What follows belongs to an exercise in optimizing a design on an open flow for small area and a short achievable clock period; a production flow would make more cautious choices.
Only simulation tests tie the RTL to the original design; equivalence was not proved.
Power figures rest on the tool's default switching activity, not on a simulated workload.

--- design/flow/flow/run.sh ---
#!/bin/bash
# The standard layout, with the port buffers made of plain buffers instead of the
# slow delay buffers buffer_ports picks by default. Every port still gets its buffer.
set -euo pipefail
export BUFFER_PORTS_ARGS="-buffer_cell sky130_fd_sc_hd__buf_2"
bash standard.sh > standard.log 2>&1
--- design/flow/standard.sh ---
#!/bin/bash
# synth_recipe.tcl (not shown) runs the flow's synth.tcl, then flattens the netlist and writes it again
# the make line also repeats each setting of config.mk as NAME=value (left out here)
make -C /OpenROAD-flow-scripts/flow DESIGN_CONFIG=/design/flow/config.mk WORK_HOME=/design/flow/orfs CLKGATE_MAP_FILE= SYNTH_SCRIPT=/design/flow/synth_recipe.tcl "${@:-finish}"
--- design/flow/config.mk ---
export PLATFORM = sky130hd
export DESIGN_NAME = deflate_stored_top
export DESIGN_NICKNAME = deflate_stored_top
export VERILOG_FILES = /design/flow/design.v
export SDC_FILE = /design/flow/constraint.sdc
export NUM_CORES = 4
export LEC_CHECK = 0
export CAP_MARGIN = 20
export CORE_MARGIN = 2
export CORE_UTILIZATION = 40
export CTS_CLUSTER_DIAMETER = 80
export CTS_CLUSTER_SIZE = 24
export SETUP_SLACK_MARGIN = 3.5
export SLEW_MARGIN = 20
export TNS_END_PERCENT = 10
--- design/flow/constraint.sdc ---
create_clock -name core_clock -period 6.0 [get_ports {clk}]
set_input_delay 1.2000 -clock core_clock [delete_from_list [all_inputs] [get_ports {clk}]]
set_output_delay 1.2000 -clock core_clock [all_outputs]
set_load 0.01 [all_outputs]
--- design/flow/design.v ---
package deflate_pkg;
	function automatic logic [31:0] crc_shift(input logic [31:0] x, input integer n);
		crc_shift = x;
		for (int b = 0; b < n; b++)
			crc_shift = crc_shift[0] ? ((crc_shift >> 1) ^ 32'hEDB8_8320) : (crc_shift >> 1);
	endfunction
endpackage
`timescale 1ns/1ps
module block_decoder (
	input  logic        clk,
	input  logic        rst_n,
	input  logic        word_valid,
	input  logic [31:0] word,
	output logic        a_hdr,           
	output logic        a_dat,           
	output logic [1:0]  a_ra,            
	output logic [3:0]  a_sel,           
	output logic        a_crcv,          
	output logic        a_trl,           
	output logic [31:0] a_word,          
	output logic        a_bf,            
	output logic [1:0]  ra,              
	output logic        protocol_error
);
	logic        in_data_q;      
	logic        ended_q;        
	logic        final_q;        
	logic [15:0] bytes_left;     
	logic        accept;
	logic        block_end;
	logic        is_final;
	logic        last_q;         
	logic [3:0]  ra_oh;
	logic [31:0] word_up;
	assign accept    = word_valid & ~a_hdr & ~ended_q;    
	assign block_end = in_data_q ? last_q : (word[15:0] == '0);
	assign is_final  = in_data_q ? final_q : word[24];
	assign ra = {bytes_left[1] ^ bytes_left[0], bytes_left[0]} & {2{in_data_q & last_q}};   
	always_comb begin
		for (int r = 0; r < 4; r++)
			ra_oh[r] = (ra == 2'(r));
		word_up = ({32{ra_oh[0] & in_data_q}} & word)
		        | ({32{ra_oh[1]}} & {word[23:0], 8'b0})
		        | ({32{ra_oh[2]}} & {word[15:0], 16'b0})
		        | ({32{ra_oh[3]}} & {word[7:0],  24'b0})
		        | ({32{~in_data_q}} & {~word[7:0], word[15:0], ~word[15:8]});
	end
	always_ff @(posedge clk or negedge rst_n) begin
		if (!rst_n) begin
			in_data_q      <= 1'b0;
			ended_q        <= 1'b0;
			a_hdr          <= 1'b0;
			a_dat          <= 1'b0;
			a_trl          <= 1'b0;
			a_ra           <= '0;
			protocol_error <= 1'b0;
		end else begin
			a_hdr <= accept & ~in_data_q;
			a_dat <= accept & in_data_q;
			a_trl <= accept & block_end & is_final;
			a_ra  <= ra & {2{accept & in_data_q}};
			if (word_valid & ~accept)
				protocol_error <= 1'b1;
			if (accept) begin
				in_data_q <= ~block_end;
				ended_q   <= block_end & is_final;
			end
		end
	end
	always_ff @(posedge clk) begin
		for (int r = 0; r < 4; r++)
			a_sel[r] <= accept & in_data_q & ra_oh[r];
		a_crcv <= accept & in_data_q;
		a_word <= word_up;
		a_bf   <= word[24];
		if (accept) begin
			if (in_data_q) begin
				bytes_left[15:2] <= bytes_left[15:2] - 14'd1;
				last_q           <= (bytes_left[15:4] == '0) & ~(bytes_left[3] & (bytes_left[2:0] != 3'b000));
			end else begin
				bytes_left <= word[15:0];
				final_q    <= word[24];
				last_q     <= (word[15:3] == '0) & ~(word[2] & (word[1:0] != 2'b00));
			end
		end
	end
endmodule
`timescale 1ns/1ps
module crc32_engine (
	input  logic        clk,
	input  logic        rst_n,
	input  logic        crc_valid,
	input  logic [3:0]  crc_sel,         
	input  logic [31:0] crc_data,        
	input  logic        load,            
	input  logic [31:0] load_value,
	output logic [31:0] crc_out
);
	logic [31:0] inv_q;          
	logic [31:0] c;
	logic [31:0] t_in;           
	logic [31:0] r_lo;           
	logic [31:0] c_next;
	assign c = ~inv_q;
	always_comb begin
		for (int p = 0; p < 4; p++) begin
			t_in[p*8 +: 8] = '0;
			r_lo[p*8 +: 8] = (c[p*8 +: 8] & {8{~crc_valid & ~load}}) | (~load_value[p*8 +: 8] & {8{load}});
			for (int r = 0; r < 4; r++) begin
				if (p >= r)
					t_in[p*8 +: 8] = t_in[p*8 +: 8] | (c[(p-r)*8 +: 8] & {8{crc_sel[r]}});
				else
					r_lo[p*8 +: 8] = r_lo[p*8 +: 8] | (c[(p-r+4)*8 +: 8] & {8{crc_sel[r]}});
			end
			t_in[p*8 +: 8] = t_in[p*8 +: 8] ^ (crc_data[p*8 +: 8] & {8{crc_valid}});
		end
	end
	logic [67:0] s;             
	assign s[0] = t_in[2] ^ t_in[7];
	assign s[1] = t_in[0] ^ t_in[22];
	assign s[2] = t_in[3] ^ t_in[21];
	assign s[3] = t_in[4] ^ s[1];
	assign s[4] = t_in[1] ^ t_in[23];
	assign s[5] = t_in[10] ^ t_in[26];
	assign s[6] = t_in[12] ^ t_in[28];
	assign s[7] = t_in[5] ^ t_in[8];
	assign s[8] = t_in[6] ^ t_in[25];
	assign s[9] = t_in[19] ^ t_in[27];
	assign s[10] = t_in[13] ^ t_in[29];
	assign s[11] = t_in[14] ^ t_in[30];
	assign s[12] = t_in[17] ^ t_in[24];
	assign s[13] = t_in[15] ^ t_in[31];
	assign s[14] = t_in[11] ^ t_in[16];
	assign s[15] = t_in[9] ^ s[8];
	assign s[16] = t_in[20] ^ s[0];
	assign s[17] = t_in[5] ^ s[13];
	assign s[18] = t_in[18] ^ t_in[26];
	assign s[19] = t_in[18] ^ t_in[25];
	assign s[20] = t_in[11] ^ t_in[27];
	assign s[21] = s[4] ^ s[9];
	assign s[22] = t_in[0] ^ s[6];
	assign s[23] = s[10] ^ s[11];
	assign s[24] = t_in[24] ^ t_in[28];
	assign s[25] = t_in[9] ^ s[0];
	assign s[26] = s[2] ^ s[12];
	assign s[27] = t_in[2] ^ t_in[29];
	assign s[28] = t_in[4] ^ t_in[15];
	assign s[29] = t_in[9] ^ t_in[23];
	assign s[30] = t_in[7] ^ s[19];
	assign s[31] = t_in[30] ^ s[5];
	assign s[32] = t_in[17] ^ s[3];
	assign s[33] = t_in[3] ^ t_in[10];
	assign s[34] = s[1] ^ s[17];
	assign s[35] = t_in[6] ^ s[16];
	assign s[36] = t_in[12] ^ s[7];
	assign s[37] = t_in[31] ^ s[2];
	assign s[38] = s[10] ^ s[22];
	assign s[39] = t_in[30] ^ s[18];
	assign s[40] = s[20] ^ s[31];
	assign s[41] = t_in[16] ^ s[3];
	assign s[42] = s[14] ^ s[21];
	assign s[43] = s[14] ^ s[17];
	assign s[44] = t_in[11] ^ s[15];
	assign s[45] = t_in[5] ^ s[25];
	assign s[46] = t_in[14] ^ s[33];
	assign s[47] = t_in[4] ^ s[4];
	assign s[48] = s[24] ^ s[28];
	assign s[49] = t_in[2] ^ s[3];
	assign s[50] = t_in[19] ^ s[13];
	assign s[51] = s[11] ^ s[43];
	assign s[52] = s[7] ^ s[15];
	assign s[53] = t_in[10] ^ s[26];
	assign s[54] = t_in[7] ^ s[5];
	assign s[55] = t_in[23] ^ s[12];
	assign s[56] = t_in[28] ^ s[9];
	assign s[57] = s[4] ^ s[12];
	assign s[58] = t_in[14] ^ s[45];
	assign s[59] = t_in[27] ^ s[7];
	assign s[60] = t_in[20] ^ s[29];
	assign s[61] = s[6] ^ s[27];
	assign s[62] = t_in[4] ^ t_in[24];
	assign s[63] = t_in[31] ^ s[5];
	assign s[64] = t_in[16] ^ t_in[29];
	assign s[65] = t_in[1] ^ s[23];
	assign s[66] = t_in[8] ^ s[39];
	assign s[67] = t_in[13] ^ s[32];
	assign c_next[0] = (s[41] ^ ((s[4] ^ (t_in[8] ^ (t_in[26] ^ t_in[3]))) ^ s[35])) ^ r_lo[0];
	assign c_next[1] = ((s[25] ^ s[26]) ^ (s[47] ^ s[59])) ^ r_lo[1];
	assign c_next[2] = (s[52] ^ ((s[33] ^ (t_in[18] ^ s[24])) ^ s[49])) ^ r_lo[2];
	assign c_next[3] = (s[44] ^ (s[54] ^ (((t_in[19] ^ t_in[29]) ^ (t_in[3] ^ t_in[5])) ^ s[47]))) ^ r_lo[3];
	assign c_next[4] = (s[40] ^ ((s[62] ^ s[36]) ^ s[35])) ^ r_lo[4];
	assign c_next[5] = (s[52] ^ (s[37] ^ (((t_in[13] ^ t_in[7]) ^ s[20]) ^ s[22]))) ^ r_lo[5];
	assign c_next[6] = (s[38] ^ (s[60] ^ ((t_in[16] ^ t_in[2]) ^ s[46]))) ^ r_lo[6];
	assign c_next[7] = (s[65] ^ ((t_in[11] ^ s[28]) ^ s[53])) ^ r_lo[7];
	assign c_next[8] = (((t_in[12] ^ s[19]) ^ s[49]) ^ s[51]) ^ r_lo[8];
	assign c_next[9] = ((s[50] ^ (s[16] ^ s[36])) ^ s[67]) ^ r_lo[9];
	assign c_next[10] = ((((t_in[13] ^ t_in[21]) ^ s[18]) ^ s[3]) ^ s[58]) ^ r_lo[10];
	assign c_next[11] = ((s[21] ^ s[46]) ^ (s[7] ^ (t_in[6] ^ (t_in[15] ^ t_in[22])))) ^ r_lo[11];
	assign c_next[12] = (((s[14] ^ s[29]) ^ s[48]) ^ s[35]) ^ r_lo[12];
	assign c_next[13] = (s[53] ^ (s[36] ^ (s[64] ^ (t_in[7] ^ (t_in[0] ^ t_in[25]))))) ^ r_lo[13];
	assign c_next[14] = (s[67] ^ (s[66] ^ (t_in[1] ^ s[44]))) ^ r_lo[14];
	assign c_next[15] = ((s[63] ^ ((t_in[12] ^ t_in[18]) ^ s[21])) ^ s[58]) ^ r_lo[15];
	assign c_next[16] = (s[42] ^ (s[54] ^ ((t_in[13] ^ t_in[22]) ^ s[48]))) ^ r_lo[16];
	assign c_next[17] = ((s[55] ^ s[59]) ^ (s[61] ^ (s[14] ^ (t_in[25] ^ (t_in[14] ^ t_in[20]))))) ^ r_lo[17];
	assign c_next[18] = (s[38] ^ ((s[26] ^ s[39]) ^ (t_in[15] ^ s[15]))) ^ r_lo[18];
	assign c_next[19] = ((s[41] ^ s[65]) ^ (s[63] ^ (s[9] ^ s[30]))) ^ r_lo[19];
	assign c_next[20] = ((((t_in[7] ^ (t_in[3] ^ t_in[6])) ^ s[56]) ^ s[32]) ^ s[51]) ^ r_lo[20];
	assign c_next[21] = ((((t_in[17] ^ t_in[3]) ^ s[18]) ^ s[61]) ^ s[34]) ^ r_lo[21];
	assign c_next[22] = (s[66] ^ (s[16] ^ (s[9] ^ (t_in[22] ^ s[10])))) ^ r_lo[22];
	assign c_next[23] = ((((t_in[0] ^ t_in[8]) ^ s[11]) ^ s[37]) ^ (s[56] ^ s[60])) ^ r_lo[23];
	assign c_next[24] = ((s[64] ^ (s[13] ^ s[24])) ^ (s[25] ^ ((s[2] ^ s[5]) ^ (t_in[8] ^ (t_in[23] ^ t_in[6]))))) ^ r_lo[24];
	assign c_next[25] = (s[40] ^ (s[57] ^ ((t_in[20] ^ s[27]) ^ s[15]))) ^ r_lo[25];
	assign c_next[26] = (s[40] ^ (s[37] ^ ((s[19] ^ s[6]) ^ (t_in[24] ^ s[0])))) ^ r_lo[26];
	assign c_next[27] = (s[42] ^ (((t_in[31] ^ s[8]) ^ s[16]) ^ s[38])) ^ r_lo[27];
	assign c_next[28] = (s[41] ^ (s[55] ^ (((t_in[21] ^ t_in[6]) ^ s[6]) ^ s[23]))) ^ r_lo[28];
	assign c_next[29] = (s[34] ^ (s[57] ^ (s[23] ^ s[30]))) ^ r_lo[29];
	assign c_next[30] = (((s[11] ^ s[62]) ^ (t_in[3] ^ (t_in[20] ^ t_in[22]))) ^ (s[30] ^ s[50])) ^ r_lo[30];
	assign c_next[31] = ((((t_in[19] ^ t_in[1]) ^ s[0]) ^ (s[2] ^ s[8])) ^ s[34]) ^ r_lo[31];
	always_ff @(posedge clk)
		inv_q <= ~c_next;
	assign crc_out = inv_q;
endmodule
`timescale 1ns/1ps
module stored_sequencer (
	input  logic        clk,
	input  logic        rst_n,
	input  logic        a_hdr,
	input  logic        a_dat,
	input  logic [1:0]  a_ra,
	input  logic [3:0]  a_sel,
	input  logic        a_crcv,
	input  logic [1:0]  ra_next,         
	input  logic        a_trl,
	input  logic [31:0] a_word,
	input  logic        a_bf,
	output logic [2:0]  b_n,             
	output logic        b_last,          
	output logic        b_bf,            
	output logic [31:0] b_lanes          
);
	logic        st_crc_q;               
	logic        hdr_seen_q;             
	logic        crc_init;
	logic        st_isize_q;             
	logic [1:0]  pos_q;                  
	logic [15:0] isize_lo_q;             
	logic        isize_c_q;
	logic [15:0] isize_hi_q;
	logic [15:0] isize_hi_next;
	logic [31:0] crc_value;
	logic [31:0] g;                      
	logic [2:0]  n_c;
	logic [16:0] lo_sum;
	logic [1:0]  rot_next;
	logic [1:0]  pos_next;
	logic [3:0]  rot_q;                  
	crc32_engine crc32_engine_i (
		.clk       (clk),
		.rst_n     (rst_n),
		.crc_valid (a_crcv),
		.crc_data  (a_word),
		.crc_sel   (a_sel),
		.load      (st_crc_q | crc_init),         
		.load_value({isize_hi_next, isize_lo_q}),    
		.crc_out   (crc_value)
	);
 	assign crc_init = a_hdr & ~hdr_seen_q;   
	assign g = (st_crc_q | st_isize_q) ? crc_value : a_word;
	always_comb begin
		if (a_hdr)
			n_c = 3'd5;
		else if (a_dat)
			n_c = {a_ra == 2'd0, 2'd0 - a_ra};
		else if (st_crc_q | st_isize_q)
			n_c = 3'd4;
		else
			n_c = 3'd0;
	end
	always_comb begin
		logic [1:0] p;
		p        = {pos_q[1] ^ (pos_q[0] & a_hdr), pos_q[0] ^ a_hdr};    
		pos_next = {p[1] ^ a_ra[1] ^ (~p[0] & a_ra[0]), p[0] ^ a_ra[0]};
		rot_next = {pos_next[1] ^ ra_next[1] ^ (~pos_next[0] & ra_next[0]), pos_next[0] ^ ra_next[0]};
	end
	assign lo_sum        = {1'b0, isize_lo_q} + {1'b0, a_word[23:8] & {16{a_hdr}}};    
	assign isize_hi_next = isize_hi_q + {15'b0, isize_c_q};
	always_ff @(posedge clk or negedge rst_n) begin
		if (!rst_n) begin
			st_crc_q   <= 1'b0;
			hdr_seen_q <= 1'b0;
			st_isize_q <= 1'b0;
			pos_q      <= '0;
			isize_lo_q <= '0;
			isize_c_q  <= 1'b0;
			isize_hi_q <= '0;
			b_n        <= '0;
			b_last     <= 1'b0;
		end else begin
			st_crc_q   <= a_trl;
			hdr_seen_q <= hdr_seen_q | a_hdr;
			st_isize_q <= st_crc_q;
			pos_q      <= pos_next;
			isize_lo_q <= lo_sum[15:0];
			isize_c_q  <= lo_sum[16];
			isize_hi_q <= isize_hi_next;
			b_n        <= n_c;
			b_last     <= st_isize_q;
		end
	end
	always_ff @(posedge clk) begin
		b_bf    <= a_bf;
		for (int r = 0; r < 4; r++)
			rot_q[r] <= (rot_next == 2'(r));
		b_lanes <= ({32{rot_q[0]}} & g)
		         | ({32{rot_q[1]}} & {g[23:0], g[31:24]})
		         | ({32{rot_q[2]}} & {g[15:0], g[31:16]})
		         | ({32{rot_q[3]}} & {g[7:0],  g[31:8]});
	end
endmodule
`timescale 1ns/1ps
module bit_packer (
	input  logic        clk,
	input  logic        rst_n,
	input  logic [2:0]  b_n,
	input  logic        b_last,
	input  logic        b_bf,
	input  logic [31:0] b_lanes,
	output logic        out_valid,
	output logic [31:0] out_word,
	output logic        out_last,
	output logic [2:0]  out_bytes,
	output logic        done
);
	logic [2:0]  cnt_q;          
	logic        drain_q;        
	logic [31:0] ovf_q;          
	logic [31:0] held;           
	logic        emitted_q;      
	logic [3:0]  cnt_in;
	logic        last_seen;
	logic        emit;
	logic        emit_last;
	logic        hdr;
	logic [3:0]  sel_acc;        
	logic [3:0]  sel_fld;        
	logic [3:0]  sel_bf;         
	logic [31:0] word_c;
	assign cnt_in    = {1'b0, cnt_q} + {1'b0, b_n};
	assign last_seen = drain_q | b_last;
	assign emit      = (cnt_in >= 4'd4) | (last_seen & (cnt_in != '0));
	assign emit_last = last_seen & (cnt_in != '0) & (cnt_in <= 4'd4);
	assign hdr       = (b_n == 3'd5);
	always_comb begin
		for (int j = 0; j < 4; j++) begin
			sel_acc[j] = (cnt_q > 3'(j));
			sel_fld[j] = ~sel_acc[j] & (b_n != '0);
			sel_bf[j]  = hdr & (cnt_q[1:0] == 2'(j));
		end
		held = emitted_q ? ovf_q : out_word;
		for (int j = 0; j < 4; j++) begin
			word_c[j*8 +: 8] = ({8{sel_acc[j]}} & held[j*8 +: 8])
			                 | ({8{sel_fld[j] & ~sel_bf[j]}} & b_lanes[j*8 +: 8])
			                 | {7'b0, sel_bf[j] & b_bf};
		end
	end
	always_ff @(posedge clk or negedge rst_n) begin
		if (!rst_n) begin
			cnt_q     <= '0;
			drain_q   <= 1'b0;
			out_valid <= 1'b0;
			done      <= 1'b0;
		end else begin
			out_valid <= emit;
			drain_q   <= last_seen & ~emit_last;
			done      <= done | emit_last;
			if (emit)
				cnt_q <= emit_last ? '0 : 3'(cnt_in - 4'd4);
			else
				cnt_q <= 3'(cnt_in);
		end
	end
	always_ff @(posedge clk) begin
		out_last  <= emit_last;
		out_bytes <= emit_last ? 3'(cnt_in) : 3'd4;
		out_word  <= word_c;
		ovf_q     <= b_lanes;
		emitted_q <= emit;
	end
endmodule
`timescale 1ns/1ps
module deflate_stored_top (
	input  logic                        clk,
	input  logic                        rst_n,
	input  logic                        word_valid,
	input  logic [32-1:0]  word,           
	output logic                        out_valid,
	output logic [32-1:0]  out_word,
	output logic                        out_last,
	output logic [3-1:0] out_bytes,
	output logic                        done,
	output logic                        protocol_error
);
	logic        a_hdr, a_dat, a_trl;   
	logic [1:0]  a_ra;
	logic [3:0]  a_sel;
	logic        a_crcv;
	logic [1:0]  ra_next;
	logic [31:0] a_word;
	logic        a_bf;
	logic [2:0]  b_n;                   
	logic        b_last, b_bf;
	logic [31:0] b_lanes;
	block_decoder block_decoder_i (
		.clk            (clk),
		.rst_n          (rst_n),
		.word_valid     (word_valid),
		.word           (word),
		.a_hdr          (a_hdr),
		.a_dat          (a_dat),
		.a_ra            (a_ra),
		.a_sel           (a_sel),
		.a_crcv          (a_crcv),
		.ra              (ra_next),
		.a_trl          (a_trl),
		.a_word         (a_word),
		.a_bf           (a_bf),
		.protocol_error (protocol_error)
	);
	stored_sequencer stored_sequencer_i (
		.clk     (clk),
		.rst_n   (rst_n),
		.a_hdr   (a_hdr),
		.a_dat   (a_dat),
		.a_ra     (a_ra),
		.a_sel    (a_sel),
		.a_crcv   (a_crcv),
		.ra_next  (ra_next),
		.a_trl   (a_trl),
		.a_word  (a_word),
		.a_bf    (a_bf),
		.b_n     (b_n),
		.b_last  (b_last),
		.b_bf    (b_bf),
		.b_lanes (b_lanes)
	);
	bit_packer bit_packer_i (
		.clk       (clk),
		.rst_n     (rst_n),
		.b_n       (b_n),
		.b_last    (b_last),
		.b_bf      (b_bf),
		.b_lanes   (b_lanes),
		.out_valid (out_valid),
		.out_word  (out_word),
		.out_last  (out_last),
		.out_bytes (out_bytes),
		.done      (done)
	);
endmodule
==> flow_summary.ini, run 1 <==
[clocking]
clk_pin_slew_ns = 0.09
cts_tree = yes
cts_hold_buf = 0
ctsRootBufferMaster = clkbuf_16
cts_buffers = 16
clkLatencyLatePin_ns = 0.52
cts.sinks = 250
cts-htree-levels = 1
clk_path_buf_depth = 3

[place]
io_buffers = 73
placed_cells = 1908
placed_cell_area_um2 = 14400
pre_cts_slack_ns = 2.55
place.gp.congestion = 1.02
dp_hpwl_mm = 31.4

[drt]
avgRoutedWirePerCell_um = 21.3
drt_pass1_iterations = 9
drt_iter0_drc = 1161
ant_nets = 0
drc = 0
vias = 11083
routed_wl_mm = 42.6
via_per_inst = 5.55

[pwr]
seq_power_share_pct = 32.7
p_clk_share_pct = 11.6
power_mw = 10.4
peakVddDrop_uv = 223
leakage_nw = 6.63
power.internal_mw = 5.89
pwr-share-comb_pct = 55.7
p_switching_mw = 4.48
p_per_area_nw_per_um2 = 643
swShare_pct = 43.2

[synth]
avgSynthCellArea_um2 = 9.46
ys_async_sr_fraction_pct = 22.4
syn_area_um2 = 13600
ys_seq_area_share_pct = 40.1
synthFlopType = dfxtp_1
ys_warn_count = 4
synth_area_leaders = dfxtp_1 (26%), xnor2_1 (15%), dfrtp_1 (10%), xor2_1 (5.2%), edfxtp_1 (4.0%)
synthCells = 1441
synth.most_common_cell = xnor2_1
synth_cell_types = 61
synth_seq_cells = 250
yosysTopAreaCellShare_pct = 25.8
synth_edf_count = 18
synth_common_cells = xnor2_1 (236), dfxtp_1 (176), nand2_1 (139)
synth_nets = 1505
yosysTopAreaCell = dfxtp_1

[sta]
fin_crit_ns = 2.58
rsz0062_at_grt = true
maxClockFrequency_mhz = 387
tns_ns = 0
fin_ws_ns = 3.42
holdWs_ns = 0.338
slew_headroom_pct = 28.5
slew_violations = 0
tightestPinTransition_ns = 1.07
min_period_over_period_pct = 43.1
hold_viol = 0
setup_viol = 0
fin_skew_ns = 0.0199

[cells_and_area]
fill_cells = 3219
multi_input_area_um2 = 8370
final_core_util_pct = 48.1
fin_cells = 1998
antenna_cells = 0
drive_gt1_share_pct = 19.9
final_area_um2 = 16100
synthToLayoutAreaGrowth_pct = 18.3
final-seq-area_um2 = 5500
fin_nets = 1604

[die]
die_y_um = 189
core_um2 = 33500
start_util_pct = 40.7
die_w_um = 189
dieArea_um2 = 35600
fp-row-count = 67
io_pins = 74

[critical_path]
path_cells = inv_2, o22ai_1, xor2_2, buf_4, xnor2_2, xor2_1, xnor2_1, xnor2_1, xnor2_1
arrival_ns = 2.97
crit_path_top_delay_cell = dfxtp_4
rr_endpoint = stored_sequencer_i.crc32_engine_i.inv_q[24]
cp_max_fo = 20
cp-start-kind = flop
path_buf_inv = 2
critPathMaxStageDelay_ns = 0.52
required_ns = 6.38
crit_family = XOR/XNOR gates
endpoint_kind = flop
crit_type = reg2reg
reg2reg_from = block_decoder_i.a_sel[0]
path_common_cell = xnor2_1
worst-r2r-setup-slack_ns = 3.42
reg2reg_depth = 9
crit_end = stored_sequencer_i.crc32_engine_i.inv_q[24]
path_depth = 9
critPathLaunch = block_decoder_i.a_sel[0]

[flow_run]
drv_cap = 0

[grt]
grt_first_pass_wirelength_mm = 65.3
antenna_found_initial = 2
grt-ovfl-total = 0
track_usage_pct = 23.8
grt_max_degree = 57
grt_pass1_vias = 10811

[outcome]
status = timing/DRC/antenna clean

[hold_path]
hp-class = reg2reg
hp-start = block_decoder_i.a_bf
==> flip-flops by register name (all words and copies together), names as in the netlist, 16 cells and up <==
name                                     flops
stored_sequencer_i.isize_lo_q               16
stored_sequencer_i.crc32_engine_i.inv_q     32
bit_packer_i.ovf_q                          32
stored_sequencer_i.b_lanes                  32
block_decoder_i.a_word                      32
stored_sequencer_i.isize_hi_q               16
bit_packer_i.out_word                       32
block_decoder_i.bytes_left                  16
==> worst reg2reg max path, stage by stage (launching register included) <==
cell,delay (ns)
dfxtp_4,0.52
inv_2,0.21
o22ai_1,0.30
xor2_2,0.17
buf_4,0.17
xnor2_2,0.34
xor2_1,0.21
xnor2_1,0.10
xnor2_1,0.32
xnor2_1,0.11
==> metal layers <==
metal	part of all wire, %	vias to the layer above	global-route usage [%]	routed length (µm)
li1	-	5189	-	-
met1	43	5278	32.9	18200
met2	45	492	38.2	19300
met3	8.1	124	3.28	3460
met4	4.0	0	8.50	1710
met5	0	-	0	0
==> layout make-up <==
class                           instances  area share (%)
Tap cell                              448            3.48
Clock buffer                           22            2.82
Timing Repair Buffer                  145            5.73
Sequential cell                       250            34.1
Timing Repair inverter                  1          0.0465
Multi-Input combinational cell       1068            51.9
Clock inverter                          6           0.574
Inverter                               58            1.42
==> how the worst min path moves through the flow <==
stage,to,slack [ns],cells past startpoint
after floorplan,stored_sequencer_i.b_bf,0.31,0
after global placement,stored_sequencer_i.b_bf,0.31,0
after detailed placement,stored_sequencer_i.b_bf,0.32,0
after CTS,stored_sequencer_i.b_bf,0.34,0
after global routing,stored_sequencer_i.b_bf,0.35,0
final,stored_sequencer_i.b_bf,0.34,0
==> cell families after synthesis <==
group                      share of synthesized area, %
and+or+nand+nor                                    12.2
xor gates and xnor gates                           22.0
AOI/OAI and AO/OA                                  15.4
buffers and inverters                              3.62
DFF                                                40.1
adders and majority gates                          2.77
muxes                                              4.01
==> cells in the final DEF (no fill, tap or decap), types with 15 or more instances in the layout <==
cell / netlist / routed
a21oi_1: 37 / 30
a222oi_1: 20 / 20
a22o_1: 15 / 15
a22oi_1: 64 / 64
and2_1: 21 / 20
buf_2: 7 / 73
buf_4: 0 / 70
clkbuf_16: 0 / 17
dfrtp_1: 56 / 54
dfxtp_1: 176 / 162
edfxtp_1: 18 / 18
ha_1: 27 / 21
inv_1: 55 / 52
mux2_2: 21 / 21
mux2i_1: 31 / 31
nand2_1: 139 / 139
nand2b_1: 22 / 22
nor2_1: 73 / 71
nor3_1: 36 / 35
o21ai_0: 67 / 66
o22ai_1: 26 / 24
or3_1: 15 / 15
xnor2_1: 236 / 205
xnor2_2: 5 / 26
xor2_1: 81 / 66
xor2_2: 4 / 17
==> power groups by stage <==
stage	logic, mW	clock network (mW)	registers [mW]
floorplan	4.30	0	2.88
global placement	5.23	0	3.38
detailed placement	5.29	0	3.38
CTS	5.65	1.24	3.34
global route	6.30	1.30	3.44
finish	5.78	1.21	3.39
==> what timing repair did <==
action | CTS | global route
cloned | 1 | 0
buffers inserted | 49 | 11
pin swaps | 25 | 22
resized for setup | 89 | 27
setup endpoints to repair | 69 | 45
==> run 2: changes to the inputs <==
--- a/design/flow/config.mk
+++ b/design/flow/config.mk
@@ -10,6 +10,7 @@
 export CORE_UTILIZATION = 40
 export CTS_CLUSTER_DIAMETER = 80
 export CTS_CLUSTER_SIZE = 24
+export PLACE_DENSITY = 0.8
 export SETUP_SLACK_MARGIN = 3.5
 export SLEW_MARGIN = 20
 export TNS_END_PERCENT = 10
==> run 2 against run 1 <==
Net effect:
- still clean on timing, DRC and antenna
- core utilization grew 0.91 points
- first-iteration DRC count grew 16%
- clock skew grew 0.010 ns
- fmax grew 1.4%
- count of clock-buffer cells in the layout shrank 1
- synthesized cell count is the same
- area after synthesis is the same
- flip-flop and latch count is the same
- clock power shrank 9.9%
- setup slack gained 0.035 ns
- sequential power is essentially flat
- cell count grew 1.1%
==> flow_summary.ini, run 2 <==
[clocking]
cts_tree = yes
clkLatencyLatePin_ns = 0.51
clk_path_buf_depth = 3
cts-htree-levels = 1
clk_pin_slew_ns = 0.09
cts.sinks = 250
ctsRootBufferMaster = clkbuf_16
cts_buffers = 15
cts_hold_buf = 0

[sta]
hold_viol = 0
rsz0062_at_grt = true
setup_viol = 0
maxClockFrequency_mhz = 392
tns_ns = 0
fin_skew_ns = 0.0303
fin_crit_ns = 2.55
slew_violations = 0
tightestPinTransition_ns = 1.11
slew_headroom_pct = 25.6
fin_ws_ns = 3.45
min_period_over_period_pct = 42.5

[synth]
synth_edf_count = 18
yosysTopAreaCell = dfxtp_1
ys_warn_count = 4
synth_common_cells = xnor2_1 (236), dfxtp_1 (176), nand2_1 (139)
syn_area_um2 = 13600
ys_seq_area_share_pct = 40.1
synth_area_leaders = dfxtp_1 (26%), xnor2_1 (15%), dfrtp_1 (10%), xor2_1 (5.2%), edfxtp_1 (4.0%)
avgSynthCellArea_um2 = 9.46
synthCells = 1441
synth.most_common_cell = xnor2_1
synth_nets = 1505
ys_async_sr_fraction_pct = 22.4
yosysTopAreaCellShare_pct = 25.8
synthFlopType = dfxtp_1
synth_cell_types = 61
synth_seq_cells = 250

[pwr]
leakage_nw = 6.78
peakVddDrop_uv = 324
p_per_area_nw_per_um2 = 645

[grt]
antenna_found_initial = 0
grt-ovfl-total = 0
grt.busiest_layer = met2
gr-usage-met3_pct = 3.30
grt_max_degree = 57
grt_pass1_vias = 10958
globalRouteMet2Util_pct = 38.5
grt_use_met1_pct = 32.1
grt_first_pass_wirelength_mm = 65.3
track_usage_pct = 23.8

[flow_run]
drv_cap = 0

[die]
core_um2 = 33500
dieArea_um2 = 35600
die_w_um = 189
io_pins = 74
fp-row-count = 67
die_y_um = 189
start_util_pct = 40.7

[drt]
avgRoutedWirePerCell_um = 21.9
routed_wl_mm = 44.3
drt_pass1_iterations = 9
drc = 0
ant_nets = 0
via_per_inst = 5.70
vias = 11516
drt_iter0_drc = 1349

[hold_path]
hp-class = reg2reg

[critical_path]
cp-start-kind = flop
endpoint_kind = flop
required_ns = 6.43
crit_type = reg2reg
arrival_ns = 2.98
cp_max_fo = 6

[cells_and_area]
final_common_cell = xnor2_1
mostFrequentLayoutCells = xnor2_1 (196), dfxtp_1 (160), nand2_1 (139), buf_4 (84), buf_2 (73)
drive_gt1_share_pct = 21.9
synthToLayoutAreaGrowth_pct = 20.5
fin_nets = 1628
antenna_cells = 0

[place]
place.gp.congestion = 0.987
io_buffers = 73
pre_cts_slack_ns = 2.28
dp_hpwl_mm = 31.4

[outcome]
status = timing/DRC/antenna clean
==> run 2: routing by layer <==
| layer | vias to the layer above | share of wire, % | wire length (µm) |
|---|---|---|---|
| li1 | 5213 | - | - |
| met4 | 0 | 4.5 | 2010 |
| met5 | - | 0 | 0 |
| met1 | 5611 | 42 | 18500 |
| met3 | 119 | 7.7 | 3420 |
| met2 | 573 | 46 | 20300 |
==> run 2: worst max-delay path, stage by stage (launching register included) <==
cell       delay, ns
dfxtp_4         0.39
clkbuf_2        0.15
nor2b_1         0.17
a2111oi_4       0.48
xor2_2          0.19
buf_6           0.17
xor2_4          0.23
xor2_1          0.11
xnor2_1         0.42
xnor2_1         0.17
==> run 2: cells by family after synthesis <==
group | synth area share (%)
XOR/XNOR | 22.0
buffers and inverters | 3.62
multiplexers | 4.01
AO/OA/AOI/OAI | 15.4
AND/OR/NAND/NOR | 12.2
flip-flops | 40.1
adder cells (fa/ha/maj) | 2.77
==> run 2: worst paths after layout <==
| path | to | start | depth (start not counted) | slack (ns) |
|---|---|---|---|---|
| max | stored_sequencer_i.crc32_engine_i.inv_q[31] | block_decoder_i.a_sel[0] | 9 | 3.45 |
| min | stored_sequencer_i.b_bf | block_decoder_i.a_bf | 0 | 0.35 |
| max reg2reg | stored_sequencer_i.crc32_engine_i.inv_q[31] | block_decoder_i.a_sel[0] | 9 | 3.45 |
| min reg2reg | stored_sequencer_i.b_bf | block_decoder_i.a_bf | 0 | 0.35 |
| max in group asynchronous | block_decoder_i.a_hdr | rst_n | 2 | 4.51 |
| min in group asynchronous | stored_sequencer_i.isize_hi_q[13] | rst_n | 2 | 0.83 |
==> run 2: per-stage QoR <==
stage               total power [mW]  util [%]  cell area [µm²]  cells  hold WS, ns
finish                          10.6      49.0            16400   2020        0.351
global route                    11.2      49.0            16400   2020        0.364
CTS                             10.0      46.5            15600   1968        0.340
detailed placement              8.65      42.9            14400   1907        0.318
global placement                8.56      42.9            14400   1907        0.312
floorplan                       7.17         -            13600   1441        0.310
==> run 2: area by class of cell <==
| cell class | count | area (µm²) |
|---|---|---|
| clock buffers | 21 | 408 |
| clock inverters | 4 | 45.0 |
| fillers | 3101 | 17100 |
| inverters | 58 | 229 |
| multi-input cells | 1069 | 8520 |
| flip-flops and latches | 250 | 5510 |
| well taps | 448 | 561 |
| repair buffers | 168 | 1150 |
| repair inverters | 2 | 12.5 |
==> run 2: timing repair <==
action,in CTS,in global routing
gates cloned,1,2
setup endpoints to repair,77,57
buffers inserted,35,50
gates resized for setup,76,67
pin swaps,17,38
==> run 2: where the power goes <==
| part | internal, mW | total [mW] | switching, mW |
|---|---|---|---|
| Clock | 0.495 | 1.09 | 0.595 |
| Combinational | 2.96 | 6.09 | 3.14 |
| Sequential | 2.50 | 3.41 | 0.914 |
| Total | 5.95 | 10.6 | 4.64 |
==> run 3: changes to the inputs <==
--- a/design/flow/config.mk
+++ b/design/flow/config.mk
@@ -10,7 +10,7 @@
 export CORE_UTILIZATION = 40
 export CTS_CLUSTER_DIAMETER = 80
 export CTS_CLUSTER_SIZE = 24
-export PLACE_DENSITY = 0.8
+export GPL_TIMING_DRIVEN = 1
 export SETUP_SLACK_MARGIN = 3.5
 export SLEW_MARGIN = 20
 export TNS_END_PERCENT = 10
==> run 3 against run 2 <==
Net effect:
- sequential share of layout area rose by 0.53 points
- wire length fell by 3.8%
- critical path depth did not move
- count of clock-buffer cells in the layout rose by 1
- worst hold slack got worse by 0.013 ns
- final area fell by 1.8%
- cell count fell by 1.1%
- non-clock buffer count fell by 23
- largest cell class unchanged
==> flow_summary.ini, run 3 <==
[pwr]
peakVddDrop_uv = 223
p_per_area_nw_per_um2 = 643
power_mw = 10.4
leakage_nw = 6.63

[hold_path]
hp-start = block_decoder_i.a_bf
hold_path_depth = 0
hp-class = reg2reg
min_to = stored_sequencer_i.b_bf

[die]
fp-row-count = 67
io_pins = 74
dieArea_um2 = 35600
core_um2 = 33500
start_util_pct = 40.7
die_y_um = 189
die_w_um = 189

[cells_and_area]
fin_nets = 1604
synthToLayoutAreaGrowth_pct = 18.3
final_common_cell = xnor2_1
fill_cells = 3219
antenna_cells = 0
drive_gt1_share_pct = 19.9
fin_cells = 1998
mostFrequentLayoutCells = xnor2_1 (205), dfxtp_1 (162), nand2_1 (139), buf_2 (73), nor2_1 (71)

[sta]
tightestPinTransition_ns = 1.07
hold_viol = 0
slew_headroom_pct = 28.5
rsz0062_at_grt = true
fin_crit_ns = 2.58
slew_violations = 0
min_period_over_period_pct = 43.1
maxClockFrequency_mhz = 387
holdWs_ns = 0.338
fin_skew_ns = 0.0199
setup_viol = 0
tns_ns = 0

[grt]
grt.busiest_layer = met2
track_usage_pct = 23.8
grt_use_met1_pct = 32.9
gr-usage-met3_pct = 3.28
globalRouteMet2Util_pct = 38.2
grt_first_pass_wirelength_mm = 65.3
grt_max_degree = 57
grt_pass1_vias = 10811
antenna_found_initial = 2
grt-ovfl-total = 0

[synth]
synth_cell_types = 61
syn_area_um2 = 13600
ys_async_sr_fraction_pct = 22.4
synthCells = 1441
yosysTopAreaCell = dfxtp_1
ys_warn_count = 4
avgSynthCellArea_um2 = 9.46
synth_seq_cells = 250
synth.most_common_cell = xnor2_1
yosysTopAreaCellShare_pct = 25.8
synthFlopType = dfxtp_1
synth_edf_count = 18
ys_seq_area_share_pct = 40.1
synth_nets = 1505
synth_common_cells = xnor2_1 (236), dfxtp_1 (176), nand2_1 (139)
synth_area_leaders = dfxtp_1 (26%), xnor2_1 (15%), dfrtp_1 (10%), xor2_1 (5.2%), edfxtp_1 (4.0%)

[clocking]
clk_pin_slew_ns = 0.09
cts.sinks = 250
cts_tree = yes
cts_buffers = 16
clk_path_buf_depth = 3
cts-htree-levels = 1
cts_hold_buf = 0
ctsRootBufferMaster = clkbuf_16
clkLatencyLatePin_ns = 0.52

[critical_path]
path_common_cell = xnor2_1
critPathMaxStageDelay_ns = 0.52
crit_family = XOR/XNOR gates
path_cells = inv_2, o22ai_1, xor2_2, buf_4, xnor2_2, xor2_1, xnor2_1, xnor2_1, xnor2_1
path_buf_inv = 2
endpoint_kind = flop
arrival_ns = 2.97
cp_max_fo = 20
cp-start-kind = flop
required_ns = 6.38
rr_endpoint = stored_sequencer_i.crc32_engine_i.inv_q[24]
reg2reg_depth = 9
crit_type = reg2reg
reg2reg_from = block_decoder_i.a_sel[0]
crit_path_top_delay_cell = dfxtp_4
worst-r2r-setup-slack_ns = 3.42

[drt]
drt_iter0_drc = 1161
drc = 0
vias = 11083
routed_wl_mm = 42.6
drt_pass1_iterations = 9
ant_nets = 0
avgRoutedWirePerCell_um = 21.3
via_per_inst = 5.55

[place]
place.gp.congestion = 1.02
placed_cells = 1908
io_buffers = 73
dp_hpwl_mm = 31.4

[flow_run]
drv_cap = 0

[outcome]
status = timing/DRC/antenna clean
-- run 3: report_power, final --
part	internal (mW)	leakage, nW	switching (mW)
registers	2.49	2.34	0.902
logic	2.80	4.03	2.97
clock network	0.599	0.262	0.608
total	5.89	6.63	4.48
-- run 3: routing by layer --
metal,share of wire [%],up-vias
li1,-,5189
met1,43,5278
met2,45,492
met3,8.1,124
met4,4.0,0
met5,0,-
-- run 3: metrics by stage --
stage | setup slack [ns] | util [%] | instance area (µm²)
6_report | 3.42 | 48.1 | 16100
5_1_grt | 3.28 | 48.1 | 16100
4_1_cts | 3.42 | 47.3 | 15900
3_5_place_dp | 2.55 | 42.9 | 14400
3_3_place_gp | 2.51 | 42.9 | 14400
2_1_floorplan | 3.45 | - | 13600
-- run 3: worst max-delay path by stage --
stage	end	slack (ns)	from	cells past startpoint
floorplan	stored_sequencer_i.isize_lo_q[12]	3.45	block_decoder_i.a_hdr	12
CTS	stored_sequencer_i.isize_lo_q[12]	3.42	block_decoder_i.a_hdr	11
global placement	stored_sequencer_i.crc32_engine_i.inv_q[17]	2.51	block_decoder_i.a_sel[0]	8
detailed placement	stored_sequencer_i.crc32_engine_i.inv_q[17]	2.55	block_decoder_i.a_sel[1]	8
finish	stored_sequencer_i.crc32_engine_i.inv_q[24]	3.42	block_decoder_i.a_sel[0]	9
global route	stored_sequencer_i.crc32_engine_i.inv_q[4]	3.28	stored_sequencer_i.crc32_engine_i.inv_q[18]	9
-- run 3: cells by family (layout without fill, tap and decap cells) --
family | count (synthesis) | count (layout) | synth area share [%]
AND/OR/NAND/NOR | 359 | 359 | 12.2
multiplexers | 52 | 52 | 4.01
XOR/XNOR | 329 | 329 | 22.0
buffers and inverters | 123 | 232 | 3.62
adder cells (fa/ha/maj) | 29 | 29 | 2.77
flip-flops | 250 | 250 | 40.1
AO/OA/AOI/OAI | 299 | 299 | 15.4
-- run 3: cell type report --
type,instances,area (µm²),area share (%)
Multi-Input combinational cell,1068,8370,51.9
Tap cell,448,561,3.48
Timing Repair Buffer,145,925,5.73
Sequential cell,250,5500,34.1
Clock inverter,6,92.6,0.574
Timing Repair inverter,1,7.51,0.0465
Clock buffer,22,454,2.82
Inverter,58,229,1.42
-- run 3: timing repair --
action,4_1_cts,5_1_grt
gates cloned,1,0
hold endpoints to repair,0,0
setup endpoints to repair,69,45
buffers inserted,49,11
gates resized for setup,89,27
pin swaps,25,22
==> run 4: changes to the inputs <==
==> design/flow/config.mk (replaced) <==
export PLATFORM = sky130hd
export DESIGN_NAME = deflate_stored_top
export DESIGN_NICKNAME = deflate_stored_top
export VERILOG_FILES = /design/flow/design.v
export SDC_FILE = /design/flow/constraint.sdc
export NUM_CORES = 4
export LEC_CHECK = 0
export CAP_MARGIN = 0
export CORE_MARGIN = 2
export CORE_UTILIZATION = 40
export CTS_CLUSTER_DIAMETER = 80
export CTS_CLUSTER_SIZE = 24
export SETUP_SLACK_MARGIN = 3.5
export SLEW_MARGIN = 0
export TNS_END_PERCENT = 10
==> run 4 against run 3 <==
Net effect:
- synthesized cell count is the same
- largest power group unchanged
- combinational power is essentially flat
- largest cell class unchanged
- global-route usage is the same
- highest routed layer unchanged
==> flow_summary.ini, run 4 <==
[synth]
ys_warn_count = 4
synth_cell_types = 61
ys_seq_area_share_pct = 40.1
synth.most_common_cell = xnor2_1
yosysTopAreaCell = dfxtp_1
synth_area_leaders = dfxtp_1 (26%), xnor2_1 (15%), dfrtp_1 (10%), xor2_1 (5.2%), edfxtp_1 (4.0%)
synthCells = 1441
ys_async_sr_fraction_pct = 22.4
synth_nets = 1505
avgSynthCellArea_um2 = 9.46
synth_common_cells = xnor2_1 (236), dfxtp_1 (176), nand2_1 (139)
yosysTopAreaCellShare_pct = 25.8
synth_seq_cells = 250
synth_edf_count = 18
syn_area_um2 = 13600
synthFlopType = dfxtp_1

[flow_run]
drv_cap = 0

[critical_path]
crit_type = reg2reg
arrival_ns = 3.04
cp_max_fo = 4
critPathLaunch = stored_sequencer_i.crc32_engine_i.inv_q[9]
reg2reg_depth = 10
cp-start-kind = flop
reg2reg_from = stored_sequencer_i.crc32_engine_i.inv_q[9]
required_ns = 6.45
endpoint_kind = flop

[sta]
slew_violations = 0
slew_headroom_pct = 27.5
tns_ns = 0
fin_skew_ns = 0.0181
maxClockFrequency_mhz = 387
hold_viol = 0
min_period_over_period_pct = 43.0
tightestPinTransition_ns = 1.08
fin_crit_ns = 2.58
rsz0062_at_grt = true
setup_viol = 0

[grt]
track_usage_pct = 23.8
grt_pass1_vias = 10811
globalRouteMet2Util_pct = 38.2
grt_first_pass_wirelength_mm = 65.3
antenna_found_initial = 2
grt-ovfl-total = 0
gr-usage-met3_pct = 3.28
grt_max_degree = 57
grt_use_met1_pct = 32.9
grt.busiest_layer = met2

[clocking]
ctsRootBufferMaster = clkbuf_16
clkLatencyLatePin_ns = 0.51
cts_hold_buf = 0
cts-htree-levels = 1
cts_tree = yes
clk_path_buf_depth = 3
clk_pin_slew_ns = 0.10
cts_buffers = 16
cts.sinks = 250

[pwr]
peakVddDrop_uv = 224
pwr-share-comb_pct = 55.7
p_switching_mw = 4.48
p_clk_share_pct = 11.6
p_per_area_nw_per_um2 = 643
swShare_pct = 43.2
leakage_nw = 6.63
power.internal_mw = 5.88
seq_power_share_pct = 32.7

[cells_and_area]
final_common_cell = xnor2_1
final_core_util_pct = 48.1
fin_nets = 1603
drive_gt1_share_pct = 19.8
antenna_cells = 0
final_area_um2 = 16100
synthToLayoutAreaGrowth_pct = 18.3
mostFrequentLayoutCells = xnor2_1 (205), dfxtp_1 (162), nand2_1 (139), buf_2 (73), nor2_1 (71)

[hold_path]
hp-start = block_decoder_i.a_bf
hold_path_depth = 0
hp-class = reg2reg

[die]
die_w_um = 189
start_util_pct = 40.7
core_um2 = 33500
fp-row-count = 67
io_pins = 74
die_y_um = 189
dieArea_um2 = 35600

[drt]
drt_iter0_drc = 1095
routed_wl_mm = 42.7
avgRoutedWirePerCell_um = 21.4
vias = 11046
drt_pass1_iterations = 6
drc = 0
ant_nets = 0
via_per_inst = 5.53

[place]
placed_cell_area_um2 = 14400
place.gp.congestion = 1.02
io_buffers = 73
dp_hpwl_mm = 31.4

[outcome]
status = timing/DRC/antenna clean
run 4: cell counts after synthesis:
Identical to the previous run, type by type.
run 4: timing repair:
item | in CTS | in global routing
setup endpoints to repair | 69 | 51
resized for setup | 89 | 27
setup buffers | 49 | 11
gates cloned | 1 | 0
pin swaps | 25 | 22
run 4: area by class of cell:
class                           instances  area, µm²
Multi-Input combinational cell       1068       8370
Clock buffer                           22        454
Tap cell                              448        561
Sequential cell                       250       5500
Clock inverter                          6       92.6
Timing Repair inverter                  1       7.51
Inverter                               58        229
Timing Repair Buffer                  144        917
Fill cell                            3219      17400
run 4: per-layer routing:
layer	vias up	share of wire, %
met2	458	45
met5	-	0
met4	0	3.9
met3	127	7.4
met1	5275	43
li1	5186	-
run 4: final timing paths:
path                                                                to  slack, ns
setup / recovery           stored_sequencer_i.crc32_engine_i.inv_q[18]       3.42
min in group asynchronous            stored_sequencer_i.isize_hi_q[13]       0.86
setup reg to reg           stored_sequencer_i.crc32_engine_i.inv_q[18]       3.42
max in group asynchronous                        block_decoder_i.a_hdr       4.46
hold reg to reg                                stored_sequencer_i.b_bf       0.34
hold / removal                                 stored_sequencer_i.b_bf       0.34
run 4: power groups by stage:
| stage | Clock, mW | Sequential (mW) | Combinational (mW) |
|---|---|---|---|
| final | 1.20 | 3.39 | 5.77 |
| after global routing | 1.30 | 3.44 | 6.30 |
| after CTS | 1.24 | 3.34 | 5.65 |
| after detailed placement | 0 | 3.38 | 5.29 |
| after global placement | 0 | 3.38 | 5.23 |
| after floorplan | 0 | 2.88 | 4.30 |
run 4: kinds of logic (layout without fill, tap and decap cells):
group	Yosys count	after routing	share of synthesized area, %
muxes	52	52	4.01
and+or+nand+nor	359	359	12.2
DFF	250	250	40.1
xor gates and xnor gates	329	329	22.0
adders and majority gates	29	29	2.77
buffers and inverters	123	231	3.62
AOI/OAI and AO/OA	299	299	15.4
run 4: metrics by stage:
| stage | power (mW) | instances | worst slack, ns | hold WS (ns) |
|---|---|---|---|---|
| 4_1_cts | 10.2 | 1986 | 3.42 | 0.342 |
| 2_1_floorplan | 7.17 | 1441 | 3.45 | 0.310 |
| 6_report | 10.4 | 1997 | 3.42 | 0.338 |
| 3_5_place_dp | 8.67 | 1908 | 2.55 | 0.321 |
| 5_1_grt | 11.0 | 1997 | 3.28 | 0.352 |
| 3_3_place_gp | 8.61 | 1908 | 2.51 | 0.313 |
run 4: worst max-delay path, cell delays in order, from the launching register on:
cell and delay (ns):
dfxtp_1 0.51, nor2b_1 0.13, a2111oi_4 0.46, xor2_2 0.32, xor2_2 0.24, xnor2_2 0.09
buf_4 0.18, buf_4 0.14, xnor2_1 0.18, xnor2_1 0.16, xnor2_1 0.13
==> run 5: changes to the inputs <==
--- a/design/flow/config.mk
+++ b/design/flow/config.mk
@@ -5,11 +5,11 @@
 export SDC_FILE = /design/flow/constraint.sdc
 export NUM_CORES = 4
 export LEC_CHECK = 0
-export CAP_MARGIN = 0
+export CAP_MARGIN = 5
 export CORE_MARGIN = 2
 export CORE_UTILIZATION = 40
 export CTS_CLUSTER_DIAMETER = 80
 export CTS_CLUSTER_SIZE = 24
 export SETUP_SLACK_MARGIN = 3.5
-export SLEW_MARGIN = 0
+export SLEW_MARGIN = 5
 export TNS_END_PERCENT = 10
==> run 5 against run 4 <==
Net effect:
- register-to-register slack about the same
- via count unchanged
- setup slack unchanged
- flip-flop and latch count is the same
- critical path depth is the same
- core utilization is the same
- die area did not move
- combinational power barely moved
- power did not move
- clock power barely moved
- cell count stayed put
- critical endpoint unchanged
==> flow_summary.ini, run 5 <==
[critical_path]
critPathMaxStageDelay_ns = 0.51
path_buf_inv = 2
cp-start-kind = flop
arrival_ns = 3.04
rr_endpoint = stored_sequencer_i.crc32_engine_i.inv_q[18]
path_cells = nor2b_1, a2111oi_4, xor2_2, xor2_2, xnor2_2, buf_4, buf_4, xnor2_1, xnor2_1, xnor2_1
path_common_cell = xnor2_1
required_ns = 6.45
reg2reg_depth = 10
reg2reg_from = stored_sequencer_i.crc32_engine_i.inv_q[9]
crit_family = XOR/XNOR gates
endpoint_kind = flop
cp_max_fo = 4
worst-r2r-setup-slack_ns = 3.42
crit_type = reg2reg
crit_path_top_delay_cell = dfxtp_1

[cells_and_area]
synthToLayoutAreaGrowth_pct = 18.3
fin_nets = 1603
mostFrequentLayoutCells = xnor2_1 (205), dfxtp_1 (162), nand2_1 (139), buf_2 (73), nor2_1 (71)
final_core_util_pct = 48.1
final_common_cell = xnor2_1
fin_cells = 1997
fill_cells = 3219
drive_gt1_share_pct = 19.8
antenna_cells = 0

[synth]
ys_seq_area_share_pct = 40.1
yosysTopAreaCellShare_pct = 25.8
ys_warn_count = 4
synth_cell_types = 61
synth_nets = 1505
syn_area_um2 = 13600
synthFlopType = dfxtp_1
synth_area_leaders = dfxtp_1 (26%), xnor2_1 (15%), dfrtp_1 (10%), xor2_1 (5.2%), edfxtp_1 (4.0%)
synth.most_common_cell = xnor2_1
synth_seq_cells = 250
ys_async_sr_fraction_pct = 22.4
synth_common_cells = xnor2_1 (236), dfxtp_1 (176), nand2_1 (139)
avgSynthCellArea_um2 = 9.46
synth_edf_count = 18
synthCells = 1441
yosysTopAreaCell = dfxtp_1

[clocking]
cts_hold_buf = 0
cts_buffers = 16
cts_tree = yes
clkLatencyLatePin_ns = 0.51
clk_pin_slew_ns = 0.10
cts.sinks = 250
ctsRootBufferMaster = clkbuf_16
clk_path_buf_depth = 3
cts-htree-levels = 1

[pwr]
p_per_area_nw_per_um2 = 643
peakVddDrop_uv = 224
p_clk_share_pct = 11.6
seq_power_share_pct = 32.7
p_switching_mw = 4.48
leakage_nw = 6.63
power.internal_mw = 5.88
pwr-share-comb_pct = 55.7
swShare_pct = 43.2

[die]
fp-row-count = 67
core_um2 = 33500
io_pins = 74
dieArea_um2 = 35600
start_util_pct = 40.7
die_w_um = 189
die_y_um = 189

[drt]
ant_nets = 0
routed_wl_mm = 42.7
avgRoutedWirePerCell_um = 21.4
drt_iter0_drc = 1095
vias = 11046
drt_pass1_iterations = 6
via_per_inst = 5.53
drc = 0

[grt]
grt_max_degree = 57
antenna_found_initial = 2
grt-ovfl-total = 0
grt_first_pass_wirelength_mm = 65.3
track_usage_pct = 23.8
grt_pass1_vias = 10811

[place]
placed_cells = 1908
pre_cts_slack_ns = 2.55
io_buffers = 73
place.gp.congestion = 1.02
dp_hpwl_mm = 31.4

[sta]
rsz0062_at_grt = true
min_period_over_period_pct = 43.0
fin_crit_ns = 2.58
slew_violations = 0
holdWs_ns = 0.338
fin_ws_ns = 3.42
hold_viol = 0
tns_ns = 0
slew_headroom_pct = 27.5
tightestPinTransition_ns = 1.08
maxClockFrequency_mhz = 387
setup_viol = 0
fin_skew_ns = 0.0181

[hold_path]
hold_path_depth = 0
min_to = stored_sequencer_i.b_bf
hp-start = block_decoder_i.a_bf
hp-class = reg2reg

[flow_run]
drv_cap = 0

[outcome]
status = timing/DRC/antenna clean
-- run 5: cell counts after synthesis --
No cell type changed its count.
-- run 5: metal layers --
| metal | up-vias | global-route usage [%] | share of wire (%) |
|---|---|---|---|
| li1 | 5186 | - | - |
| met1 | 5275 | 32.9 | 43 |
| met2 | 458 | 38.2 | 45 |
| met3 | 127 | 3.28 | 7.4 |
| met4 | 0 | 8.50 | 3.9 |
| met5 | - | 0 | 0 |
-- run 5: cell families (layout without fill, tap and decap cells) --
kind of cell	count (synthesis)	in the layout	synth area share (%)
xor+xnor	329	329	22.0
simple gates	359	359	12.2
mux	52	52	4.01
compound gates	299	299	15.4
flops	250	250	40.1
buf+inv	123	231	3.62
fa+ha+maj	29	29	2.77
-- run 5: power by group through the flow --
stage | clock, mW | sequential (mW) | combinational, mW
2_1_floorplan | 0 | 2.88 | 4.30
3_3_place_gp | 0 | 3.38 | 5.23
3_5_place_dp | 0 | 3.38 | 5.29
4_1_cts | 1.24 | 3.34 | 5.65
5_1_grt | 1.30 | 3.44 | 6.30
6_report | 1.20 | 3.39 | 5.77
-- run 5: through the flow --
step                      instance area, µm²  total power [mW]
final                                  16100              10.4
after CTS                              15900              10.2
after global placement                 14400              8.61
after global routing                   16100              11.0
after floorplan                        13600              7.17
after detailed placement               14400              8.67
-- run 5: layout make-up --
type / count / area [µm²] / share of cell area (%)
Timing Repair inverter: 1 / 7.51 / 0.0466
Clock buffer: 22 / 454 / 2.82
Tap cell: 448 / 561 / 3.48
Sequential cell: 250 / 5500 / 34.1
Clock inverter: 6 / 92.6 / 0.574
Timing Repair Buffer: 144 / 917 / 5.69
Multi-Input combinational cell: 1068 / 8370 / 51.9
Inverter: 58 / 229 / 1.42
-- run 5: what timing repair did --
item,4_1_cts,5_1_grt
hold endpoints to repair,0,0
resized for setup,89,27
setup endpoints to repair,69,51
pin swaps,25,22
gates cloned,1,0
setup buffers,49,11
-- run 5: worst max-delay path by stage --
stage / startpoint / end / slack, ns / depth (start not counted)
after floorplan: block_decoder_i.a_hdr / stored_sequencer_i.isize_lo_q[12] / 3.45 / 12
after global placement: block_decoder_i.a_sel[0] / stored_sequencer_i.crc32_engine_i.inv_q[17] / 2.51 / 8
after detailed placement: block_decoder_i.a_sel[1] / stored_sequencer_i.crc32_engine_i.inv_q[17] / 2.55 / 8
after CTS: block_decoder_i.a_hdr / stored_sequencer_i.isize_lo_q[12] / 3.42 / 11
after global routing: stored_sequencer_i.crc32_engine_i.inv_q[18] / stored_sequencer_i.crc32_engine_i.inv_q[4] / 3.28 / 9
final: stored_sequencer_i.crc32_engine_i.inv_q[9] / stored_sequencer_i.crc32_engine_i.inv_q[18] / 3.42 / 10
==> run 6: changes to the inputs <==
--- a/design/flow/config.mk
+++ b/design/flow/config.mk
@@ -10,6 +10,7 @@
 export CORE_UTILIZATION = 40
 export CTS_CLUSTER_DIAMETER = 80
 export CTS_CLUSTER_SIZE = 24
+export PLACE_DENSITY = 0.8
 export SETUP_SLACK_MARGIN = 3.5
 export SLEW_MARGIN = 5
 export TNS_END_PERCENT = 10
==> run 6 against run 5 <==
Net effect:
- count of clock-buffer cells in the layout shrank 2
- first-iteration DRC count grew 25%
- critical path depth shrank 2
- combinational power grew 2%
- still clean on timing, DRC and antenna
- critical path type unchanged
- largest power group unchanged
- sequential power is essentially flat
- register-to-register slack is essentially flat
- wire length grew 2.9%
- cell count is essentially flat
- global-route usage grew 0.29 points
- via count grew 3.1%
==> flow_summary.ini, run 6 <==
[synth]
synth_nets = 1505
avgSynthCellArea_um2 = 9.46
syn_area_um2 = 13600
synth_seq_cells = 250
synthCells = 1441
ys_async_sr_fraction_pct = 22.4
synth.most_common_cell = xnor2_1
synth_area_leaders = dfxtp_1 (26%), xnor2_1 (15%), dfrtp_1 (10%), xor2_1 (5.2%), edfxtp_1 (4.0%)
synth_cell_types = 61
ys_warn_count = 4
synth_edf_count = 18
yosysTopAreaCellShare_pct = 25.8
yosysTopAreaCell = dfxtp_1
synth_common_cells = xnor2_1 (236), dfxtp_1 (176), nand2_1 (139)
synthFlopType = dfxtp_1
ys_seq_area_share_pct = 40.1

[cells_and_area]
mostFrequentLayoutCells = xnor2_1 (200), dfxtp_1 (162), nand2_1 (139), buf_2 (73), nor2_1 (71)
final_common_cell = xnor2_1
fin_cells = 1996
fin_nets = 1603
drive_gt1_share_pct = 20.6
synthToLayoutAreaGrowth_pct = 18.2

[sta]
slew_headroom_pct = 24.8
tightestPinTransition_ns = 1.13
slew_violations = 0
maxClockFrequency_mhz = 388
rsz0062_at_grt = true
holdWs_ns = 0.340
fin_crit_ns = 2.58
hold_viol = 0
setup_viol = 0
fin_skew_ns = 0.0157
min_period_over_period_pct = 42.9
tns_ns = 0

[clocking]
cts_hold_buf = 0
clk_path_buf_depth = 3
clkLatencyLatePin_ns = 0.51
cts.sinks = 250
ctsRootBufferMaster = clkbuf_16
clk_pin_slew_ns = 0.10
cts_tree = yes
cts_buffers = 15
cts-htree-levels = 1

[pwr]
power_mw = 10.4
p_switching_mw = 4.57
p_clk_share_pct = 10.4
power.internal_mw = 5.79
pwr-share-comb_pct = 56.5
leakage_nw = 6.60
p_per_area_nw_per_um2 = 643
seq_power_share_pct = 33.0
swShare_pct = 44.1
peakVddDrop_uv = 291

[grt]
grt-ovfl-total = 0
antenna_found_initial = 1
grt_max_degree = 57
grt_pass1_vias = 11059
track_usage_pct = 24.1
grt_first_pass_wirelength_mm = 66.3

[critical_path]
crit_type = reg2reg
endpoint_kind = flop
cp-start-kind = flop
required_ns = 6.44
arrival_ns = 3.02
path_cells = nand2b_1, o2111a_1, xor2_1, xnor2_2, xnor2_2, xor2_1, xnor2_1, xnor2_1
cp_max_fo = 6
crit_path_top_delay_cell = dfxtp_1
critPathMaxStageDelay_ns = 0.61

[place]
io_buffers = 73
placed_cells = 1907
dp_hpwl_mm = 31.5
place.gp.congestion = 0.987

[hold_path]
hp-class = reg2reg

[drt]
avgRoutedWirePerCell_um = 22.0
via_per_inst = 5.71
routed_wl_mm = 43.9
drc = 0
vias = 11388
drt_pass1_iterations = 9
ant_nets = 0
drt_iter0_drc = 1371

[die]
fp-row-count = 67
die_y_um = 189
core_um2 = 33500
start_util_pct = 40.7
dieArea_um2 = 35600
die_w_um = 189
io_pins = 74

[flow_run]
drv_cap = 0

[outcome]
status = timing/DRC/antenna clean
==> run 6: area by class of cell <==
class,instances,area (µm²)
Fill cell,3130,17400
Clock inverter,5,46.3
Timing Repair Buffer,144,955
Multi-Input combinational cell,1069,8410
Timing Repair inverter,1,7.51
Inverter,58,229
Clock buffer,20,404
Antenna cell,1,2.50
Sequential cell,250,5500
Tap cell,448,561
==> run 6: logic make-up after synthesis <==
logic type,share of synthesized area [%]
and+or+nand+nor,12.2
xor gates and xnor gates,22.0
AOI/OAI and AO/OA,15.4
DFF,40.1
buffers and inverters,3.62
muxes,4.01
adders and majority gates,2.77
==> run 6: what timing repair did <==
item	CTS	global route
gates cloned	1	1
buffers inserted	44	17
setup endpoints to repair	77	57
resized for setup	87	40
pin swaps	21	26
==> run 6: stage by stage <==
| step | cell area, µm² | util (%) | setup WS (ns) |
|---|---|---|---|
| after floorplan | 13600 | - | 3.45 |
| after global placement | 14400 | 42.9 | 2.34 |
| after detailed placement | 14400 | 42.9 | 2.32 |
| after CTS | 15700 | 46.9 | 3.39 |
| after global routing | 16100 | 48.0 | 3.34 |
| final | 16100 | 48.0 | 3.42 |
==> run 6: path summary, 6_finish.rpt <==
path | from | to | slack (ns) | cells past startpoint
max | stored_sequencer_i.crc32_engine_i.inv_q[27] | stored_sequencer_i.crc32_engine_i.inv_q[27] | 3.42 | 8
min | block_decoder_i.a_bf | stored_sequencer_i.b_bf | 0.34 | 0
max reg2reg | stored_sequencer_i.crc32_engine_i.inv_q[27] | stored_sequencer_i.crc32_engine_i.inv_q[27] | 3.42 | 8
min reg2reg | block_decoder_i.a_bf | stored_sequencer_i.b_bf | 0.34 | 0
max in group asynchronous | rst_n | block_decoder_i.a_hdr | 4.53 | 2
min in group asynchronous | rst_n | stored_sequencer_i.isize_hi_q[13] | 0.82 | 2
==> run 6: power by group through the flow <==
stage,Clock [mW],Sequential [mW],Combinational (mW)
3_5_place_dp,0,3.38,5.27
4_1_cts,1.10,3.35,5.59
2_1_floorplan,0,2.88,4.30
6_report,1.08,3.42,5.86
5_1_grt,1.16,3.45,6.31
3_3_place_gp,0,3.36,5.20
==> run 6: metal layers <==
metal  global-route usage, %  vias to the layer above  share of wire (%)  routed length [µm]
li1                        -                     5169                  -                   -
met1                    32.2                     5526                 41               18200
met2                    40.0                      581                 47               20500
met3                    3.84                      112                8.3                3630
met4                    7.63                        0                3.6                1600
met5                       0                        -                  0                   0
==> run 6: worst max-delay path: cells and delay by family, from the launching register on <==
kind / cells / cell delay (ns)
XOR/XNOR: 6 / 1.43
flip-flops: 1 / 0.61
AO/OA/AOI/OAI: 1 / 0.28
AND/OR/NAND/NOR: 1 / 0.17

==> what the ideal ports hide <==
Ports are ideal in the flow. The routed layouts listed here were re-timed in OpenROAD. Step 1 sets driving cells, clkbuf_16 on the clock port and buf_2 on the other inputs (assumed; they add their load-dependent delay and slew). Step 2 also shifts input and output timing later by t, the mid clock arrival at the registers, as if the neighbouring blocks saw the same clock. a / b / c = no drivers / after step 1 / after step 2; a / b = the first two.
| run | t, ns | setup WS [ns] | worst setup path at the end | clock arrival spread, ns | cell pins on the clock port's net |
|---|---|---|---|---|---|
| run 1 | 0.554 | 3.416 / 3.416 / 3.260 | input to register | 0.021 / 0.021 | 1 |
| run 2 | 0.544 | 3.451 / 3.451 / 3.289 | input to register | 0.030 / 0.031 | 1 |
| run 3 | 0.554 | 3.416 / 3.416 / 3.260 | input to register | 0.021 / 0.021 | 1 |
| run 4 | 0.555 | 3.418 / 3.418 / 3.260 | input to register | 0.020 / 0.020 | 1 |
| run 5 | 0.555 | 3.418 / 3.418 / 3.260 | input to register | 0.020 / 0.020 | 1 |
| run 6 | 0.548 | 3.424 / 3.424 / 3.325 | input to register | 0.018 / 0.018 | 1 |
After both steps every run listed still meets setup and hold. The setup slack of run 2, which loses most, moves by 0.000 ns with the drivers and by -0.162 ns with both steps.
